This is an optimization exercise on Yosys and OpenROAD, whose aim is small area, a short achievable clock period and few clock cycles per item, not a production implementation. In this exercise RTL edits were held to simulation tests only and were not proved equivalent to the original. Power is estimated from default activity; no workload was simulated.

JK:
// aes256_key_expand
module aes256_key_expand (
  input  logic         clk,
  input  logic         reset,
  input  logic         start,
  input  logic [255:0] key_in,
  output logic         busy,
  output logic         rk_valid,
  input  logic         rk_ready,
  output logic [3:0]   rk_round,
  output logic [31:0]  k0_out,
  output logic [31:0]  k1_out,
  output logic [31:0]  k2_out,
  output logic [31:0]  k3_out,
  output logic         done
);
==> flow/config.mk <==
export PLATFORM = sky130hd
export DESIGN_NAME = aes256_key_expand
export DESIGN_NICKNAME = aes256_key_expand
export VERILOG_FILES = /design/flow/design.v
export SDC_FILE = /design/flow/constraint.sdc
export NUM_CORES = 4
export LEC_CHECK = 0
export CAP_MARGIN = 20
export CORE_MARGIN = 2
export CORE_UTILIZATION = 40
export PLACE_DENSITY = 0.6
export SETUP_SLACK_MARGIN = 3.0
export SLEW_MARGIN = 20
==> flow/constraint.sdc <==
create_clock -name core_clock -period 6.0 [get_ports {clk}]
set_input_delay 1.2000 -clock core_clock [delete_from_list [all_inputs] [get_ports {clk}]]
set_output_delay 1.2000 -clock core_clock [all_outputs]
set_load 0.01 [all_outputs]
standard.sh (not shown) runs the stock make flow with config.mk's settings and CLKGATE_MAP_FILE= SYNTH_SCRIPT=/design/flow/synth_recipe.tcl, a recipe that flattens the netlist after the stock synthesis.
==> flow/flow/run.sh <==
#!/bin/bash
# Layout flow: the standard ORFS flow, except that synthesis runs
# flow/my_synth.tcl (the standard synthesis script with a different ABC
# mapping script and without half/full-adder extraction). The registers are
# made by the same Yosys passes as in the standard synthesis.
# Every tool's output goes to a log file in this folder (and ORFS's own logs
# under orfs/logs).
set -euo pipefail
here=$(pwd)
bash standard.sh SYNTH_SCRIPT="$here/flow/my_synth.tcl" finish > "$here/flow_orfs.log" 2>&1
==> flow/flow/my_abc.script <==
strash
dch
map
topo
stime -c
buffer -c
upsize -c
dnsize -c
==> flow/flow/my_synth.tcl <==
set my_abc_script [file join [file dirname [file normalize [info script]]] my_abc.script]
proc synth {args} { yosys synth -nofsm -noshare {*}$args }
proc extract_fa {args} { puts "my_synth: extract_fa skipped" }
proc abc {args} {
  set i [lsearch -exact $args -script]
  if {$i >= 0} { lset args [expr {$i + 1}] $::my_abc_script }
  yosys abc {*}$args
}
source $::env(SCRIPTS_DIR)/synth.tcl
# left out here: clear keep_hierarchy, flatten, clean up, hide names made inside functions, write 1_2_yosys.v
JK completed end to end with timing, DRC and antenna clean.
Testbench counts of JK, summed over its fixed seeds: cycles 3,072, keys 192.
> inputs changed (JK -> MS)
Settings: SETUP_SLACK_MARGIN: 3.0 -> 3.5; CTS_BUF_LIST: unset -> sky130_fd_sc_hd__clkbuf_4 sky130_fd_sc_hd__clkbuf_8.
==> flow/flow/run.sh <==
#!/bin/bash
# Layout flow: the standard ORFS flow with two changes.
#  - Synthesis runs flow/my_synth.tcl: the standard synthesis script with a
#    different ABC mapping script (flow/my_abc.script) and without Yosys's
#    half/full-adder extraction. The registers come from the same Yosys
#    passes as in the standard synthesis.
#  - Every input and output port still gets its own buffer, but buffer_ports
#    is told to use the plain buf_1 cell instead of the delay cells it picks
#    by itself.
# ORFS writes each step's full log under orfs/logs; make's own output goes to
# flow_orfs.log in this folder.
set -euo pipefail
here=$(pwd)
bash standard.sh \
  SYNTH_SCRIPT="$here/flow/my_synth.tcl" \
  BUFFER_PORTS_ARGS="-buffer_cell sky130_fd_sc_hd__buf_1" \
  finish > "$here/flow_orfs.log" 2>&1
==> flow/flow/my_abc.script <==
strash
dc2
dch
map -D 1200
topo
stime -c
buffer -c
upsize -c
dnsize -c
[summary]
- JK reached the final stage; the timing, DRC and antenna checks on its layout passed.
- Having completed the whole flow, MS delivered a layout that passed the timing, DRC and antenna checks.
- Delta (MS minus JK): overall die area decreased by 6.9% relative to the old numbers, clock network power decreased by 9.8% relative to the old numbers.
- Max count of clock-net buffers in the final layout across MS and JK: MS
- Fmax | MS vs JK | MS faster
- Delta (MS minus JK): minimum period implied by the final worst setup slack dropped 0.44 ns, pin count of the biggest net entering global routing went up, ratio of final minimum period to clock period dropped 7.3 points.
- On sequential group share of total power: between MS and JK, it ends up higher for JK.
- As far as sequential cell count goes, MS and JK are indistinguishable; the numbers are identical.
Input-level comparison between AL and MS:
Settings: removing CTS_BUF_LIST (formerly sky130_fd_sc_hd__clkbuf_4 sky130_fd_sc_hd__clkbuf_8).
-- flow/flow/my_abc.script --
<<< MS, line 3
dch
map -D 1200
topo
>>> AL, line 3
dch
map -D 1500
topo
## What came out
- Power: AL draws more than MS
- AL — die height 3.2% lower, MS as reference
- Relative to MS, AL degrades worst path setup slack after routing.
- Cmp AL vs MS: portion of total power attributed to the clock network lower in AL
- The cell count in AL is 0.914 times that in MS.
- Looking at combinational share of power, AL sits 8.8 points higher than MS does.
Input changes introduced in TR (baseline for comparison: AL):
Settings: SETUP_SLACK_MARGIN no longer set, was 3.5.
==> flow/flow/run.sh <==
#!/bin/bash
# Layout flow: the standard ORFS flow, except that synthesis runs
# flow/my_synth.tcl (the standard synthesis script with a different ABC
# mapping script and without half/full-adder extraction). The registers are
# made by the same Yosys passes as in the standard synthesis.
# Every tool's output goes to a log file in this folder (and ORFS's own logs
# under orfs/logs).
set -euo pipefail
here=$(pwd)
bash standard.sh SYNTH_SCRIPT="$here/flow/my_synth.tcl" finish > "$here/flow_orfs.log" 2>&1
==> flow/flow/my_abc.script <==
strash
dch
map
topo
stime -c
buffer -c
upsize -c
dnsize -c
Results
- [TR] fraction of the mapped netlist area in compound gates fell 6.4 points relative to AL
- In TR relative to AL, sum of routed wire length over all layers had gone down by a few percent.
- When TR is set beside AL, its worst setup slack turns out to be 0.56 ns smaller.
- Taking AL as the reference, in TR overall power after layout saw a decrease, standard-cell row count saw an increase, global-route track usage on met3 saw a decrease, horizontal die dimension saw an increase.
- Note that the via total after detailed routing recorded for AL amounts to 0.934 times the value seen in TR.
- Of AL and TR, the higher initial antenna violation count belongs to AL.
- TR vs AL: design area down by a few percent
- Re number of non-clock buffers in the layout: AL was higher than TR.


aes256_key_expand again, from the RTL that the note above started with.
export LEC_CHECK = 0
export CAP_MARGIN = 20
export CORE_MARGIN = 2
export CORE_UTILIZATION = 55
export PLACE_DENSITY = 0.7
export SETUP_SLACK_MARGIN = 4.0
export SLEW_MARGIN = 20
create_clock -name core_clock -period 6.0 [get_ports {clk}]
==> flow/flow/run.sh <==
#!/bin/bash
# Layout flow: the standard ORFS flow, except that synthesis runs
# flow/my_synth.tcl (the standard synthesis script with a different ABC
# mapping script and without half/full-adder extraction). The registers are
# made by the same Yosys passes as in the standard synthesis.
# Every tool's output goes to a log file in this folder (and ORFS's own logs
# under orfs/logs).
set -euo pipefail
here=$(pwd)
bash standard.sh SYNTH_SCRIPT="$here/flow/my_synth.tcl" finish > "$here/flow_orfs.log" 2>&1
==> flow/flow/my_abc.script <==
strash
dch
map
topo
stime -c
buffer -c
upsize -c
dnsize -c
Scripts as last shown in full above: flow/flow/my_synth.tcl
The first run never finished: it broke off in global routing, error GRT-0232.
Testbench counts at the start, summed over its fixed seeds: cycles 3,072, keys 192.
Then changed:
==> flow/flow/run.sh (replaced) <==
#!/bin/bash
# Layout flow: the standard ORFS flow with two changes.
#  - Synthesis runs flow/my_synth.tcl: the standard synthesis script with a
#    different ABC mapping script (flow/my_abc.script) and without Yosys's
#    half/full-adder extraction. The registers come from the same Yosys
#    passes as in the standard synthesis.
#  - Every input and output port still gets its own buffer, but buffer_ports
#    is told to use the plain buf_1 cell instead of the delay cells it picks
#    by itself.
# ORFS writes each step's full log under orfs/logs; make's own output goes to
# flow_orfs.log in this folder.
set -euo pipefail
here=$(pwd)
bash standard.sh \
  SYNTH_SCRIPT="$here/flow/my_synth.tcl" \
  BUFFER_PORTS_ARGS="-buffer_cell sky130_fd_sc_hd__buf_1" \
  finish > "$here/flow_orfs.log" 2>&1
==> flow/flow/my_abc.script (replaced) <==
strash
dc2
dch
map -D 1200
topo
stime -c
buffer -c
upsize -c
dnsize -c
CORE_UTILIZATION = 40   (was 55)
PLACE_DENSITY = 0.6   (was 0.7)
SETUP_SLACK_MARGIN = 3.5   (was 4.0)
TNS_END_PERCENT = 0   (was default)
Outcome:
- Now the flow completed with no timing, DRC or antenna violations
- area after synthesis went down by about 7%
- synthesized cell count went down by 8.3%
Then changed:
==> flow/flow/run.sh (replaced) <==
#!/bin/bash
# Layout flow: the standard ORFS flow, except that synthesis runs
# flow/my_synth.tcl (the standard synthesis script with a different ABC
# mapping script and without half/full-adder extraction). The registers are
# made by the same Yosys passes as in the standard synthesis.
# Every tool's output goes to a log file in this folder (and ORFS's own logs
# under orfs/logs).
set -euo pipefail
here=$(pwd)
bash standard.sh SYNTH_SCRIPT="$here/flow/my_synth.tcl" finish > "$here/flow_orfs.log" 2>&1
==> flow/flow/my_abc.script (replaced) <==
strash
dch
map
topo
stime -c
buffer -c
upsize -c
dnsize -c
SETUP_SLACK_MARGIN = 4.0   (was 3.5)
TNS_END_PERCENT = default   (was 0)
Die area increases by about 7%.
Register-to-register slack barely changes.
Hold slack is better by 0.0086 ns.
Total power increases by about 23%.


== the baseline ==
Starting RTL as in the previous note.
==> flow/config.mk <==
export PLATFORM = sky130hd
export DESIGN_NAME = aes256_key_expand
export DESIGN_NICKNAME = aes256_key_expand
export VERILOG_FILES = /design/flow/design.v
export SDC_FILE = /design/flow/constraint.sdc
export NUM_CORES = 4
export LEC_CHECK = 0
export CAP_MARGIN = 20
export CORE_MARGIN = 2
export CORE_UTILIZATION = 40
export PLACE_DENSITY = 0.6
export SETUP_SLACK_MARGIN = 3.5
export SLEW_MARGIN = 20
export TNS_END_PERCENT = 0
==> flow/constraint.sdc <==
create_clock -name core_clock -period 6.0 [get_ports {clk}]
set_input_delay 1.2000 -clock core_clock [delete_from_list [all_inputs] [get_ports {clk}]]
set_output_delay 1.2000 -clock core_clock [all_outputs]
set_load 0.01 [all_outputs]
==> flow/flow/run.sh <==
#!/bin/bash
# Layout flow: the standard ORFS flow with two changes.
#  - Synthesis runs flow/my_synth.tcl: the standard synthesis script with a
#    different ABC mapping script (flow/my_abc.script) and without Yosys's
#    half/full-adder extraction. The registers come from the same Yosys
#    passes as in the standard synthesis.
#  - Every input and output port still gets its own buffer, but buffer_ports
#    is told to use the plain buf_1 cell instead of the delay cells it picks
#    by itself.
# ORFS writes each step's full log under orfs/logs; make's own output goes to
# flow_orfs.log in this folder.
set -euo pipefail
here=$(pwd)
bash standard.sh \
  SYNTH_SCRIPT="$here/flow/my_synth.tcl" \
  BUFFER_PORTS_ARGS="-buffer_cell sky130_fd_sc_hd__buf_1" \
  finish > "$here/flow_orfs.log" 2>&1
==> flow/flow/my_abc.script <==
strash
dc2
dch
map -D 1100
topo
stime -c
buffer -c
upsize -c
dnsize -c
Scripts as last shown in full above: flow/flow/my_synth.tcl
The baseline ended with every stage complete and zero timing, DRC or antenna violations.
Testbench counts of the baseline, summed over its fixed seeds: cycles 3,072, keys 192.
## Diff of input files: the candidate against the baseline
Settings: removing TNS_END_PERCENT (formerly 0).
==> flow/flow/my_abc.script <==
strash
dc2
dch
map -D 1350
topo
stime -c
buffer -c
upsize -c
dnsize -c
### Flow results
Relative to the baseline, the candidate improves first-iteration DRC count. The candidate against the baseline: internal reg-to-reg setup slack down 0.09 ns; share of total power in the clock network shows a reduction of 1.9 points. Logic depth of the worst setup path including buffers: the candidate vs the baseline identical. Of the candidate and the baseline, the candidate shows the higher clock period minus final worst setup slack, with the baseline below it. Between the candidate and the baseline, power is lower for the baseline, the candidate comes in above that. On mean instance size in the synthesized netlist: between the candidate and the baseline, it ends up lower for the baseline. Re period utilization: the baseline was lower than the candidate. On via count, the higher figure sits with the baseline, not the candidate.

-- what the ideal ports hide --
The results above use ideal ports. As a check the final layouts listed here were re-extracted and re-timed, cells and wires unchanged.
Step 1 sets driving cells, clkbuf_16 on the clock port and buf_2 on the other inputs (assumed; they add their load-dependent delay and slew).
Step 2, shift: input delay + t, output delay - t, t = (earliest + latest rising clock arrival at the registers) / 2. This alone moves slack from input paths to output paths.
a / b / c = ideal ports / drivers / drivers and shift; a / b = the first two.
run | t, ns | setup slack, ns | worst setup path after step 2 | clock arrival spread, ns | cell pins on the clock port's net
JK | 0.634 | 2.920 / 2.920 / 2.483 | input to register | 0.028 / 0.028 | 1
MS | 0.703 | 3.360 / 3.360 / 2.913 | input to register | 0.035 / 0.035 | 1
AL | 0.621 | 2.512 / 2.512 / 2.512 | register to register | 0.054 / 0.055 | 1
TR | 0.629 | 1.947 / 1.947 / 1.837 | input to register | 0.028 / 0.028 | 1
the second run of note 2 | 0.613 | 3.454 / 3.428 / 2.889 | input to register | 0.024 / 0.024 | 1
the third run of note 2 | 0.683 | 3.444 / 3.444 / 3.043 | input to register | 0.025 / 0.025 | 1
the baseline | 0.605 | 3.372 / 3.372 / 2.895 | input to register | 0.019 / 0.018 | 1
the candidate | 0.615 | 3.280 / 3.280 / 2.892 | input to register | 0.022 / 0.022 | 1
After both steps every run listed still meets setup and hold. The setup slack of the second run of note 2, which loses most, moves by -0.026 ns with the drivers and by -0.565 ns with both steps.
